This design comes from an exercise in tuning for small area on the open sky130 flow, not from production work. Function was checked by simulation only, so behaviour that the tests miss may differ from the original. Power and IR drop assume default switching activity.

==> inputs of v36 <==
==> flow/design.v <==
package rob_pkg;
    localparam int ROB_DEPTH = 16;
    localparam int ROB_IDX   = 4;
    localparam int RETIRE_W  = 3;
    localparam int AR_SIZE   = 7;
    localparam int DATA_W    = 32;
endpackage
module rob_retire_sel #(
    parameter int AR_SIZE = rob_pkg::AR_SIZE
) (
    input  logic [1:0]         ret_cnt,
    input  logic [AR_SIZE-1:0] rd0,
    input  logic [AR_SIZE-1:0] rd1,
    input  logic [AR_SIZE-1:0] rd2,
    output logic [2:0]         wr_en
);
    logic t0, t1, t2;
    logic nz0, nz1, nz2;
    assign t0  = (ret_cnt != 2'd0);
    assign t1  = ret_cnt[1];
    assign t2  = (ret_cnt == 2'd3);
    assign nz0 = |rd0;
    assign nz1 = |rd1;
    assign nz2 = |rd2;
    assign wr_en[2] = t2 && nz2;
    assign wr_en[1] = t1 && nz1 && !(t2 && (rd2 == rd1));
    assign wr_en[0] = t0 && nz0 && !(t1 && (rd1 == rd0)) && !(t2 && (rd2 == rd0));
endmodule
module rob_data_next #(
    parameter int DATA_W = rob_pkg::DATA_W
) (
    input  logic [DATA_W-1:0] q,
    input  logic [DATA_W-1:0] d0,
    input  logic [DATA_W-1:0] d1,
    input  logic              hold,
    input  logic              sel0,
    input  logic              sel1,
    output logic [DATA_W-1:0] d
);
    assign d = (q & {DATA_W{hold}}) | (d0 & {DATA_W{sel0}}) | (d1 & {DATA_W{sel1}});
endmodule
module rob_mux4oh #(
    parameter int W = 1
) (
    input  logic [3:0][W-1:0] in,
    input  logic [3:0]        sel,
    output logic [W-1:0]      out
);
    assign out = (in[0] & {W{sel[0]}}) | (in[1] & {W{sel[1]}})
               | (in[2] & {W{sel[2]}}) | (in[3] & {W{sel[3]}});
endmodule
module rob_commit #(
    parameter int ROB_DEPTH = rob_pkg::ROB_DEPTH,
    parameter int ROB_IDX   = rob_pkg::ROB_IDX,
    parameter int AR_SIZE   = rob_pkg::AR_SIZE,
    parameter int DATA_W    = rob_pkg::DATA_W
) (
    input  logic                clk,
    input  logic                rstn,
    input  logic                flush,
    input  logic                alloc_valid,
    input  logic                alloc_dest_en,
    input  logic [AR_SIZE-1:0]  alloc_rd,
    output logic                alloc_ready,
    output logic [ROB_IDX-1:0]  alloc_idx,
    input  logic                cmpl0_valid,
    input  logic [ROB_IDX-1:0]  cmpl0_idx,
    input  logic [DATA_W-1:0]   cmpl0_data,
    input  logic                cmpl1_valid,
    input  logic [ROB_IDX-1:0]  cmpl1_idx,
    input  logic [DATA_W-1:0]   cmpl1_data,
    output logic                ret_wr_en1,
    output logic [AR_SIZE-1:0]  ret_wr_addr1,
    output logic [DATA_W-1:0]   ret_wr_data1,
    output logic                ret_wr_en2,
    output logic [AR_SIZE-1:0]  ret_wr_addr2,
    output logic [DATA_W-1:0]   ret_wr_data2,
    output logic                ret_wr_en3,
    output logic [AR_SIZE-1:0]  ret_wr_addr3,
    output logic [DATA_W-1:0]   ret_wr_data3,
    output logic [1:0]          retire_count,
    output logic [ROB_IDX:0]    rob_count,
    output logic                rob_empty
);
    logic [ROB_DEPTH-1:0]                done_q;
    logic [ROB_DEPTH-1:0][AR_SIZE-1:0]   rd_q;
    logic [ROB_DEPTH-1:0][DATA_W-1:0]    data_q, data_d;
    logic [ROB_IDX-1:0]                  head_q;
    logic [ROB_IDX:0]                    count_q;
    logic [1:0]                          ret_cnt_q;
    logic [ROB_IDX-1:0]                  ph_q;
    logic [ROB_IDX-1:0]                  tail, h1, h2, ph;
    logic                                rdy0, rdy1, rdy2;
    logic [1:0]                          sel_cnt;
    logic [2:0]                          wr_en;
    assign tail        = head_q + count_q[ROB_IDX-1:0];
    assign alloc_ready = !count_q[ROB_IDX];
    assign alloc_idx   = tail;
    assign h1   = head_q + 4'd1;
    assign h2   = head_q + 4'd2;
    assign rdy0 = (count_q != 5'd0) && done_q[head_q];
    assign rdy1 = (count_q > 5'd1)  && done_q[h1];
    assign rdy2 = (count_q > 5'd2)  && done_q[h2];
    assign sel_cnt = !rdy0 ? 2'd0 : !rdy1 ? 2'd1 : !rdy2 ? 2'd2 : 2'd3;
    always_ff @(posedge clk) begin
        if (!rstn || flush) begin
            head_q    <= '0;
            count_q   <= '0;
            ret_cnt_q <= '0;
        end else begin
            head_q    <= head_q + {2'b00, sel_cnt};
            count_q   <= count_q + {4'd0, alloc_valid && alloc_ready} - {3'd0, sel_cnt};
            ret_cnt_q <= sel_cnt;
        end
    end
    always_ff @(posedge clk) ph_q <= head_q;
    for (genvar i = 0; i < ROB_DEPTH; i++) begin : g_ent
        logic wr_tail, hit0, hit1;
        assign wr_tail = alloc_ready && (tail == i[ROB_IDX-1:0]);
        assign hit0    = cmpl0_valid && (cmpl0_idx == i[ROB_IDX-1:0]);
        assign hit1    = cmpl1_valid && (cmpl1_idx == i[ROB_IDX-1:0]);
        always_ff @(posedge clk) begin
            if (wr_tail) done_q[i] <= 1'b0;
            else if (hit0 || hit1) done_q[i] <= 1'b1;
            if (wr_tail) rd_q[i] <= alloc_dest_en ? alloc_rd : '0;
            data_q[i] <= data_d[i];
        end
        rob_data_next #(.DATA_W(DATA_W)) u_dn (
            .q    (data_q[i]),
            .d0   (cmpl0_data),
            .d1   (cmpl1_data),
            .hold (done_q[i]),
            .sel0 (!done_q[i] && !hit1),
            .sel1 (!done_q[i] && hit1),
            .d    (data_d[i])
        );
    end
    localparam int EW = AR_SIZE + DATA_W;
    logic [ROB_DEPTH-1:0][EW-1:0] ent;
    logic [3:0][EW-1:0]           bank;
    logic [2:0][EW-1:0]           slot;
    assign ph = ph_q;
    for (genvar e = 0; e < ROB_DEPTH; e++) begin : g_ent_rd
        assign ent[e] = {rd_q[e], data_q[e]};
    end
    logic [3:0][3:0][EW-1:0] col;        
    logic [3:0][1:0]         row;        
    logic [3:0][3:0]         row_oh;
    logic [2:0][1:0]         bsel;       
    logic [2:0][3:0]         bsel_oh;
    for (genvar b = 0; b < 4; b++) begin : g_bank
        assign row[b] = ph[3:2] + {1'b0, (ph[1:0] > b[1:0])};
        for (genvar r = 0; r < 4; r++) begin : g_row
            assign row_oh[b][r] = (row[b] == r[1:0]);
            assign col[b][r]    = ent[4*r+b];
        end
        for (genvar j = 0; j < EW; j++) begin : g_bit
            rob_mux4oh u_mux (
                .in  ({col[b][3][j], col[b][2][j], col[b][1][j], col[b][0][j]}),
                .sel (row_oh[b]),
                .out (bank[b][j])
            );
        end
    end
    for (genvar k = 0; k < 3; k++) begin : g_slot
        assign bsel[k] = ph[1:0] + k[1:0];
        for (genvar b = 0; b < 4; b++) begin : g_b
            assign bsel_oh[k][b] = (bsel[k] == b[1:0]);
        end
        for (genvar j = 0; j < EW; j++) begin : g_bit
            rob_mux4oh u_mux (
                .in  ({bank[3][j], bank[2][j], bank[1][j], bank[0][j]}),
                .sel (bsel_oh[k]),
                .out (slot[k][j])
            );
        end
    end
    rob_retire_sel #(.AR_SIZE(AR_SIZE)) u_sel (
        .ret_cnt (ret_cnt_q),
        .rd0     (slot[0][EW-1:DATA_W]),
        .rd1     (slot[1][EW-1:DATA_W]),
        .rd2     (slot[2][EW-1:DATA_W]),
        .wr_en   (wr_en)
    );
    assign ret_wr_en1   = wr_en[0];
    assign ret_wr_en2   = wr_en[1];
    assign ret_wr_en3   = wr_en[2];
    assign ret_wr_addr1 = slot[0][EW-1:DATA_W];
    assign ret_wr_addr2 = slot[1][EW-1:DATA_W];
    assign ret_wr_addr3 = slot[2][EW-1:DATA_W];
    assign ret_wr_data1 = slot[0][DATA_W-1:0];
    assign ret_wr_data2 = slot[1][DATA_W-1:0];
    assign ret_wr_data3 = slot[2][DATA_W-1:0];
    assign retire_count = ret_cnt_q;
    assign rob_count    = count_q;
    assign rob_empty    = (count_q == '0);
endmodule
==> flow/flow/run.sh <==
#!/bin/bash
# The standard layout (standard.sh), with two changes made through ORFS
# variables: the port buffers are the smallest buffer, and CTS clusters up to
# 16 flip-flops per clkbuf_8 and inserts no dummy loads.
set -euo pipefail
export BUFFER_PORTS_ARGS="-buffer_cell sky130_fd_sc_hd__buf_1"
export CTS_ARGS="-sink_clustering_enable -repair_clock_nets -dont_use_dummy_load -buf_list {sky130_fd_sc_hd__clkbuf_8} -sink_clustering_size 16 -sink_clustering_max_diameter 60"
bash standard.sh > standard.log 2>&1
==> flow/standard.sh <==
#!/bin/bash
# synth_recipe.tcl (not shown) runs the flow's synth.tcl, then flattens the netlist and writes it again
# the make line also repeats each setting of config.mk as NAME=value (left out here)
make -C /OpenROAD-flow-scripts/flow DESIGN_CONFIG=/design/flow/config.mk WORK_HOME=/design/flow/orfs CLKGATE_MAP_FILE= SYNTH_SCRIPT=/design/flow/synth_recipe.tcl "${@:-finish}"
==> flow/config.mk <==
export PLATFORM = sky130hd
export DESIGN_NAME = rob_commit
export DESIGN_NICKNAME = rob_commit
export VERILOG_FILES = /design/flow/design.v
export SDC_FILE = /design/flow/constraint.sdc
export NUM_CORES = 4
export LEC_CHECK = 0
export CAP_MARGIN = 20
export CORE_MARGIN = 2
export CORE_UTILIZATION = 35
export PLACE_DENSITY = 0.55
export SLEW_MARGIN = 20
export SYNTH_HIERARCHICAL = 1
export SYNTH_MINIMUM_KEEP_SIZE = 0
==> flow/constraint.sdc <==
create_clock -name core_clock -period 6.0 [get_ports {clk}]
set_input_delay 1.2000 -clock core_clock [delete_from_list [all_inputs] [get_ports {clk}]]
set_output_delay 1.2000 -clock core_clock [all_outputs]
set_load 0.01 [all_outputs]
==> inputs of v35, as changes to v36 <==
==> flow/flow/run.sh (replaced) <==
#!/bin/bash
# The standard layout (standard.sh), with three changes made through ORFS
# variables: the port buffers are the smallest buffer, CTS uses small clock
# buffers and no dummy loads, and gates with spare slack are downsized after
# global routing.
set -euo pipefail
export BUFFER_PORTS_ARGS="-buffer_cell sky130_fd_sc_hd__buf_1"
export CTS_ARGS="-sink_clustering_enable -repair_clock_nets -dont_use_dummy_load -buf_list {sky130_fd_sc_hd__clkbuf_4 sky130_fd_sc_hd__clkbuf_8}"
export RECOVER_POWER=100
bash standard.sh > standard.log 2>&1
==> qor summary <==
metric                                                                                                            v35                      v36
Result of the run                                                                          complete, but fails checks  complete, no violations
Violated checks                                                       max-capacitance violations, max-slew violations                        -
Met3 WL                                                                                                      14500 µm                 13600 µm
Delay of the slowest cell on the worst path                                                                   0.76 ns                  0.58 ns
Met2 GRT Util                                                                                                   42.9%                    42.8%
Routed wire length                                                                                          124000 µm                123000 µm
CTS Buf Count                                                                                                     110                       57
Share of final layout cell area taken by clock buffers and inverters                                            4.58%                    2.41%
Maximum Capacitance Violations                                                                                     22                        0
Net Switching                                                                                                 4.76 mW                  4.59 mW
Vias after detailed routing                                                                                     28100                    27700
Clock Latency Late Sink                                                                                       0.76 ns                  0.77 ns
Portion of total power attributed to the clock network                                                          22.6%                    17.2%
Capture point of the worst reg-to-reg path                                                         data_q[32]$_DFF_P_    count_q[4]$_SDFF_PP0_
Average wire per cell in the routed design                                                                    28.4 µm                  28.6 µm
Global routing met1 resource utilization                                                                        36.2%                    36.2%
Hold endpoint                                                                                     data_q[494]$_DFF_P_      data_q[173]$_DFF_P_
Power dissipated in combinational cells                                                                       4.18 mW                  4.19 mW
Max IR drop VDD                                                                                              0.175 mV                 0.185 mV
Total power draw                                                                                              14.5 mW                  13.6 mW
Switching portion of total power                                                                                32.8%                    33.8%
Combinational Power Share                                                                                       28.8%                    30.9%
Total iterations of the first detailed-routing run                                                                 14                       13
Worst Min Path Start                                                                              data_q[494]$_DFF_P_      data_q[173]$_DFF_P_
Power in sequential cells                                                                                     7.06 mW                  7.04 mW
Max-slew headroom at the worst pin                                                                             -87.8%                    27.0%

-- afterwards: timing with drivers on the ports --
How much do the figures lean on ideal ports? The routed layouts below were timed once more, with nothing changed but the port constraints.
Step 1: set_driving_cell puts a clkbuf_16 on clk and a buf_2 on each other input, an assumption about the parent block.
Step 2 adds t to the input delays and takes it off the output delays; t is the mean of the earliest and latest rising clock arrival at the registers after step 1. Input paths then give back, and output paths get back, about the clock's delay inside the block.
Three values: ideal, step 1, step 2; two values: the first two.
run	t (ns)	slack for setup (ns)	latest minus earliest clock arrival (ns)	slew at the worst register clock pin (ns)	cell pins on the clock port's net
v36	0.762	0.715 / 0.654 / 1.416	0.137 / 0.137	0.11 / 0.11	1
v35	0.777	0.668 / 0.607 / 0.133	0.086 / 0.086	0.06 / 0.06	1
The setup slack of v35, which loses most, moves by -0.061 ns with the drivers and by -0.535 ns with both steps.
